Source: an optimization exercise on an open RTL-to-GDS flow (aim: small area, a short achievable clock period and few clock cycles per item). Production flows keep margins and buffers that such runs may drop. RTL that was checked went through simulation tests only; none was proved equivalent to the original.

== run 1 ==
## qubit_measure
module qubit_measure (
    input  logic               clk,
    input  logic               rst,
    input  logic               in_valid,
    output logic               in_ready,
    input  logic signed [15:0] in_alpha,
    input  logic signed [15:0] in_beta,
    output logic               out_valid,
    input  logic               out_ready,
    output logic               out_bit,
    output logic [15:0]        out_alpha,
    output logic [15:0]        out_beta,
    output logic               out_err
);
Size in the first run: about 2500 cells after synthesis, about 72 I/O pins, ~28000 um^2 of cells after synthesis.
Settings: LEC_CHECK=0, CAP_MARGIN=20, CORE_MARGIN=2, CORE_UTILIZATION=40, CTS_BUF_LIST=sky130_fd_sc_hd__clkbuf_8, CTS_CLUSTER_DIAMETER=100, CTS_CLUSTER_SIZE=15, PLACE_DENSITY=0.75, SLEW_MARGIN=20, SYNTH_HIERARCHICAL=1, SYNTH_MINIMUM_KEEP_SIZE=0; clock period 11.0 ns.
standard.sh (not shown) runs the stock make flow with config.mk's settings and CLKGATE_MAP_FILE= SYNTH_SCRIPT=/design/flow/synth_recipe.tcl, a recipe that flattens the netlist after the stock synthesis.
==> flow/flow/run.sh <==
#!/bin/bash
set -euo pipefail
export SETUP_SLACK_MARGIN=7.5
export POST_SYNTH_TCL="$(pwd)/flow/downsize.tcl"
bash standard.sh > standard.log 2>&1
==> flow/flow/downsize.tcl <==
# Run after synthesis (POST_SYNTH_TCL): set every combinational cell that
# synthesis gave a drive strength above 1 to its drive-1 variant. The timing
# repair later sizes up what the critical paths need. Registers keep their
# cell type and size.
set n 0
foreach inst [get_cells *] {
  set m [get_property $inst ref_name]
  if {[regexp {^(sky130_fd_sc_hd__[a-z0-9]+)_([0-9]+)$} $m -> base sz] && $sz > 1} {
    if {[regexp {df|dl|sdf|edf|conb|clkbuf|clkinv|clkdly|tap|fill|decap} $base]} { continue }
    set cand "${base}_1"
    if {[llength [get_lib_cells -quiet */$cand]] > 0} {
      replace_cell $inst $cand
      incr n
    }
  }
}
puts "downsize: $n cells set to drive strength 1"
Run 1 has completed all stages; timing, DRC and antenna checks passed.
Testbench counts of run 1, summed over its fixed seeds: cycles 2,088, items 2,048.
Modified inputs, run 2 compared to run 1
==> flow/flow/run.sh <==
#!/bin/bash
set -euo pipefail
export SETUP_SLACK_MARGIN=7.6
export POST_SYNTH_TCL="$(pwd)/flow/downsize.tcl"
bash standard.sh > standard.log 2>&1
## What came out
Layout overhead on the synthesized area (run 2 over run 1): increase, 0.89 points. Worst-margin pin slew (lower): run 2. Sort run 2 and run 1 by number of resized instances in the post-cts repair step desc -> top: run 2. On setup slack, run 2 does better than run 1. Taking run 1 as the reference, in run 2 sum of buffers and inverters on the critical path increased 2; overall routed net length essentially unchanged.
Modified inputs, run 3 compared to run 2
==> flow/flow/run.sh <==
#!/bin/bash
set -euo pipefail
export SETUP_SLACK_MARGIN=7.6
export BUFFER_PORTS_ARGS="-buffer_cell sky130_fd_sc_hd__buf_1"
export POST_SYNTH_TCL="$(pwd)/flow/downsize.tcl"
bash standard.sh > standard.log 2>&1
Run 3 completed; timing, DRC and antenna clean
Post-route worst setup slack for run 3: 4.9 ps up relative to run 2
Relative to run 2, the global-route usage of run 3 is higher by 0.40 points.
Diff run 2 -> run 3 | max-slew headroom at the worst pin | increase of 0.56 points
As far as biggest fanout along the worst timing path goes, run 3 and run 2 are indistinguishable; the numbers are identical.
In terms of post-route clock period utilization, run 2 and run 3 differ only marginally.
> inputs changed (run 3 -> run 4)
==> flow/flow/run.sh <==
#!/bin/bash
set -euo pipefail
export SETUP_SLACK_MARGIN=7.7
export POST_SYNTH_TCL="$(pwd)/flow/downsize.tcl"
bash standard.sh > standard.log 2>&1
[summary]
- Run 4 against run 3: first-pass GRT wire length level, wire length on met3 fell about 4%, routed wire length moved down.
- Min clock buffer count in the final layout across run 4 and run 3: run 3
- Area growth from synthesis to layout up 2.5 points in run 4 wrt run 3

* * *

qubit_measure, a different RTL version from the one above (not shown whole).
Size: ~72 I/O pins, ~29000 um^2 of cells after synthesis.
// qubit_measure
module qubit_measure (
    input  logic               clk,
    input  logic               rst,
    input  logic               in_valid,
    output logic               in_ready,
    input  logic signed [15:0] in_alpha,
    input  logic signed [15:0] in_beta,
    output logic               out_valid,
    input  logic               out_ready,
    output logic               out_bit,
    output logic [15:0]        out_alpha,
    output logic [15:0]        out_beta,
    output logic               out_err
);
export LEC_CHECK = 0
export CAP_MARGIN = 20
export CORE_MARGIN = 2
export CORE_UTILIZATION = 40
export CTS_CLUSTER_DIAMETER = 100
export CTS_CLUSTER_SIZE = 20
export PLACE_DENSITY = 0.88
export SLEW_MARGIN = 20
export SYNTH_HIERARCHICAL = 1
export SYNTH_MINIMUM_KEEP_SIZE = 0
create_clock -name core_clock -period 11.0 [get_ports {clk}]
==> flow/flow/run.sh <==
#!/bin/bash
set -euo pipefail
export SETUP_SLACK_MARGIN=7.6
export POST_SYNTH_TCL="$(pwd)/flow/downsize.tcl"
bash standard.sh > standard.log 2>&1
Scripts as last shown in full above: flow/flow/downsize.tcl
Testbench counts at the start, summed over its fixed seeds: cycles 2,088, items 2,048.
Next try:
==> flow/flow/run.sh (replaced) <==
#!/bin/bash
set -euo pipefail
export SETUP_SLACK_MARGIN=7.7
export POST_SYNTH_TCL="$(pwd)/flow/downsize.tcl"
bash standard.sh > standard.log 2>&1
Settings changed: PLACE_DENSITY 0.88 to 0.8.
- hold slack is better by 0.0048 ns
- utilization climbs by 0.77 points
- routed wire length barely changes
- maximum frequency is higher slightly
- final area went up slightly
- cell count is higher slightly
- synthesized cell count is unchanged
- die area does not change
- setup slack is better by 0.065 ns
Next try:
==> flow/flow/run.sh (replaced) <==
#!/bin/bash
set -euo pipefail
export SETUP_SLACK_MARGIN=7.6
export POST_SYNTH_TCL="$(pwd)/flow/downsize.tcl"
bash standard.sh > standard.log 2>&1
Settings changed: GPL_ROUTABILITY_DRIVEN set to 0, PLACE_DENSITY 0.8 to unset.
Routed wire length climbs by a few percent.
Final cell count drops slightly.
Synthesized area stays the same.
Register-to-register slack degrades by 0.06 ns.
Utilization drops by 0.45 points.
Via count drops by a few percent.
Worst setup slack degrades by 0.037 ns.
Non-clock buffer count drops by 30.
Synthesized cell count stays the same.
Global-route usage climbs by 1.3 points.
Next try:
Settings changed: CTS_BUF_LIST set to sky130_fd_sc_hd__clkbuf_8, CTS_CLUSTER_SIZE 20 to 15, GPL_ROUTABILITY_DRIVEN 0 to unset, PLACE_DENSITY set to 0.75.
After rerunning:
- register-to-register slack is better by 0.05 ns
- critical path depth came out lower by 5
- global-route usage went down by 1.5 points
- fmax rose by 1.2%
- count of clock-buffer cells in the layout came out lower by 1
- wire length went down by 6.8%
Next try:
Settings changed: CTS_BUF_LIST sky130_fd_sc_hd__clkbuf_8 to unset, CTS_CLUSTER_SIZE 15 to 20, PLACE_DENSITY 0.75 to unset.
After rerunning:
- The new run completed with no timing, DRC or antenna violations
- worst hold slack is worse by 0.019 ns
- final cell count grows by 0.62%
- non-clock buffer count grows by 22
- wire length grows by 7.3%
- core utilization grows by 0.84 points
- final area grows by 1.9%

* * *

qubit_measure again, from the RTL that the note above started with.
==> flow/config.mk <==
export PLATFORM = sky130hd
export DESIGN_NAME = qubit_measure
export DESIGN_NICKNAME = qubit_measure
export VERILOG_FILES = /design/flow/design.v
export SDC_FILE = /design/flow/constraint.sdc
export NUM_CORES = 4
export LEC_CHECK = 0
export CAP_MARGIN = 20
export CORE_MARGIN = 2
export CORE_UTILIZATION = 40
export CTS_CLUSTER_DIAMETER = 100
export CTS_CLUSTER_SIZE = 20
export SLEW_MARGIN = 20
export SYNTH_HIERARCHICAL = 1
export SYNTH_MINIMUM_KEEP_SIZE = 0
==> flow/constraint.sdc <==
create_clock -name core_clock -period 11.0 [get_ports {clk}]
set_input_delay 2.2000 -clock core_clock [delete_from_list [all_inputs] [get_ports {clk}]]
set_output_delay 2.2000 -clock core_clock [all_outputs]
set_load 0.01 [all_outputs]
==> flow/flow/run.sh <==
#!/bin/bash
set -euo pipefail
export SETUP_SLACK_MARGIN=7.8
export POST_SYNTH_TCL="$(pwd)/flow/downsize.tcl"
bash standard.sh > standard.log 2>&1
Scripts as last shown in full above: flow/flow/downsize.tcl
Testbench counts at the start, summed over its fixed seeds: cycles 2,088, items 2,048.
Rerun with:
==> flow/flow/run.sh (replaced) <==
#!/bin/bash
set -euo pipefail
export SETUP_SLACK_MARGIN=7.6
export POST_SYNTH_TCL="$(pwd)/flow/downsize.tcl"
bash standard.sh > standard.log 2>&1
--- a/flow/config.mk
+++ b/flow/config.mk
@@ -9,6 +9,8 @@
 export CORE_MARGIN = 2
 export CORE_UTILIZATION = 40
-export CTS_CLUSTER_DIAMETER = 100
-export CTS_CLUSTER_SIZE = 20
+export CTS_BUF_LIST = sky130_fd_sc_hd__clkbuf_8
+export CTS_CLUSTER_DIAMETER = 80
+export CTS_CLUSTER_SIZE = 12
+export PLACE_DENSITY = 0.75
 export SLEW_MARGIN = 20
 export SYNTH_HIERARCHICAL = 1
Result: The changed run went through all stages and came out clean; core utilization shrinks by 2.1 points; worst setup slack gets worse by 0.031 ns; non-clock buffer count shrinks by 73.

* * *

Setup of red:
Another version of the RTL of qubit_measure (not shown whole).
For scale: about 72 I/O pins, about 28000 sq um of cells after synthesis.
export LEC_CHECK = 0
export CAP_MARGIN = 20
export CORE_MARGIN = 2
export CORE_UTILIZATION = 40
export CTS_CLUSTER_DIAMETER = 100
export CTS_CLUSTER_SIZE = 20
export SLEW_MARGIN = 20
export SYNTH_HIERARCHICAL = 1
export SYNTH_MINIMUM_KEEP_SIZE = 0
create_clock -name core_clock -period 11.0 [get_ports {clk}]
==> flow/flow/run.sh <==
#!/bin/bash
set -euo pipefail
export SETUP_SLACK_MARGIN=7.8
export POST_SYNTH_TCL="$(pwd)/flow/downsize.tcl"
bash standard.sh > standard.log 2>&1
Scripts as last shown in full above: flow/flow/downsize.tcl
Changes in blue relative to red:
- CTS_CLUSTER_SIZE: 20 -> 30
- CTS_CLUSTER_DIAMETER: 100 -> 150
==> flow/flow/run.sh <==
#!/bin/bash
# The standard layout (standard.sh) with timing repair aiming for extra
# setup slack, so that the achieved period is short. The clock period and
# constraints stay the design's.
set -euo pipefail
export SETUP_SLACK_MARGIN=7.6
export POST_SYNTH_TCL="$(pwd)/flow/downsize.tcl"
bash standard.sh > standard.log 2>&1
### Flow results
On clock buffer count: blue sits below red. blue against red: fmax now sits at about the same level, final worst setup slack now sits at about the same level. Re first-iteration DRC count: red was higher than blue. In blue, the routed wire length came out about 4.4% below the value in red.
### blue -> green
- a deleted CTS_CLUSTER_SIZE that had been 30
- a deleted CTS_CLUSTER_DIAMETER that had been 150
- a change of CORE_UTILIZATION from 40 to 60
==> comparison <==
Going from blue to green, violation count after the first detailed-route iteration saw an increase, number of vias in the routed layout saw an increase, total wirelength of the detailed-routed design saw a decrease, maximum frequency saw a decrease.
Changes in orange relative to green:
- CORE_UTILIZATION: 60 -> 40
Results
orange ran to completion and came out clean on the timing, design-rule and antenna checks.
In terms of buffering overhead, orange and green differ only marginally.
Diff green -> orange: worst setup slack rose by 120 ps.
[orange] sequential share of cell area fell 0.36 points relative to green
[compare] base=green new=orange: worst hold slack rose by 12 ps; routed wire length picked up an extra 4.6%; time the final worst path needs with I/O delays and setup fell 120 ps; die area shows an increase of 49%.
Sequential cell area in the final layout: orange vs green, no meaningful difference
Diff orange and green: clock skew lower in green
## Diff of input files: purple against orange
- an added CTS_CLUSTER_DIAMETER of 120
- an added CTS_CLUSTER_SIZE of 25
Notes after the runs:
- Clock-buffer cell count ends up higher on orange.
- purple vs. orange: mean routed wirelength per cell shrank by 0.37%.
No functional check of the RTL was part of any run of this note.

* * *

== 11-18 ==
Starting RTL as in the previous note.
==> flow/config.mk <==
export PLATFORM = sky130hd
export DESIGN_NAME = qubit_measure
export DESIGN_NICKNAME = qubit_measure
export VERILOG_FILES = /design/flow/design.v
export SDC_FILE = /design/flow/constraint.sdc
export NUM_CORES = 4
export LEC_CHECK = 0
export CAP_MARGIN = 20
export CORE_MARGIN = 2
export CORE_UTILIZATION = 40
export CTS_CLUSTER_SIZE = 30
export SLEW_MARGIN = 20
export SYNTH_HIERARCHICAL = 1
export SYNTH_MINIMUM_KEEP_SIZE = 0
==> flow/constraint.sdc <==
create_clock -name core_clock -period 11.0 [get_ports {clk}]
set_input_delay 2.2000 -clock core_clock [delete_from_list [all_inputs] [get_ports {clk}]]
set_output_delay 2.2000 -clock core_clock [all_outputs]
set_load 0.01 [all_outputs]
==> flow/flow/run.sh <==
#!/bin/bash
# The standard layout (standard.sh) with timing repair aiming for extra
# setup slack, so that the achieved period is short. The clock period and
# constraints stay the design's.
set -euo pipefail
export SETUP_SLACK_MARGIN=7.6
export POST_SYNTH_TCL="$(pwd)/flow/downsize.tcl"
bash standard.sh > standard.log 2>&1
Scripts as last shown in full above: flow/flow/downsize.tcl
Edits applied to the flow inputs when going from 11-18 to 01-12:
Settings: CTS_CLUSTER_SIZE: 30 -> 60.
Results
Compared 01-12 against 11-18; achievable clock frequency within noise. The overall routed net length on 11-18 is in line with that on 01-12.
No functional check of the RTL was part of any run of this note.

[separate check: timing with driven ports]
Ports are ideal in the flow. The routed layouts listed here were re-timed in OpenROAD.
Step 1: set_driving_cell puts a clkbuf_16 on clk and a buf_2 on each other input, an assumption about the parent block.
Step 2 times the ports against the registers' clock, not the clock port: input delays grow and output delays shrink by t, the midpoint of the rising clock arrivals with the driver on.
Slacks: ideal / step 1 / step 2; pairs: ideal / step 1.
run | t, ns | setup slack, ns | worst setup path at the end
run 1 | 0.726 | 7.518 / 7.515 / 7.093 | input to register
run 2 | 0.708 | 7.639 / 7.587 / 7.086 | input to register
run 3 | 0.714 | 7.643 / 7.592 / 7.206 | input to register
run 4 | 0.695 | 7.573 / 7.522 / 7.131 | input to register
the first run of note 2 | 0.629 | 7.569 / 7.569 / 7.300 | input to register
the second run of note 2 | 0.633 | 7.634 / 7.573 / 7.186 | input to register
the third run of note 2 | 0.668 | 7.597 / 7.597 / 7.044 | input to register
the fourth run of note 2 | 0.715 | 7.636 / 7.579 / 6.985 | input to register
the fifth run of note 2 | 0.668 | 7.597 / 7.597 / 7.044 | input to register
the first run of note 3 | 0.655 | 7.667 / 7.605 / 7.268 | input to register
the second run of note 3 | 0.676 | 7.636 / 7.600 / 7.045 | input to register
red | 0.635 | 7.390 / 7.390 / 7.296 | input to register
blue | 0.605 | 7.390 / 7.390 / 7.265 | input to register
green | 0.627 | 7.310 / 7.310 / 7.253 | input to register
orange | 0.631 | 7.427 / 7.427 / 7.247 | input to register
purple | 0.609 | 7.416 / 7.416 / 7.271 | input to register
11-18 | 0.631 | 7.427 / 7.427 / 7.247 | input to register
01-12 | 0.631 | 7.428 / 7.428 / 7.247 | input to register
After both steps setup and hold are still met in every run listed. The setup slack of the fourth run of note 2, which loses most, moves by -0.057 ns with the drivers and by -0.651 ns with both steps.
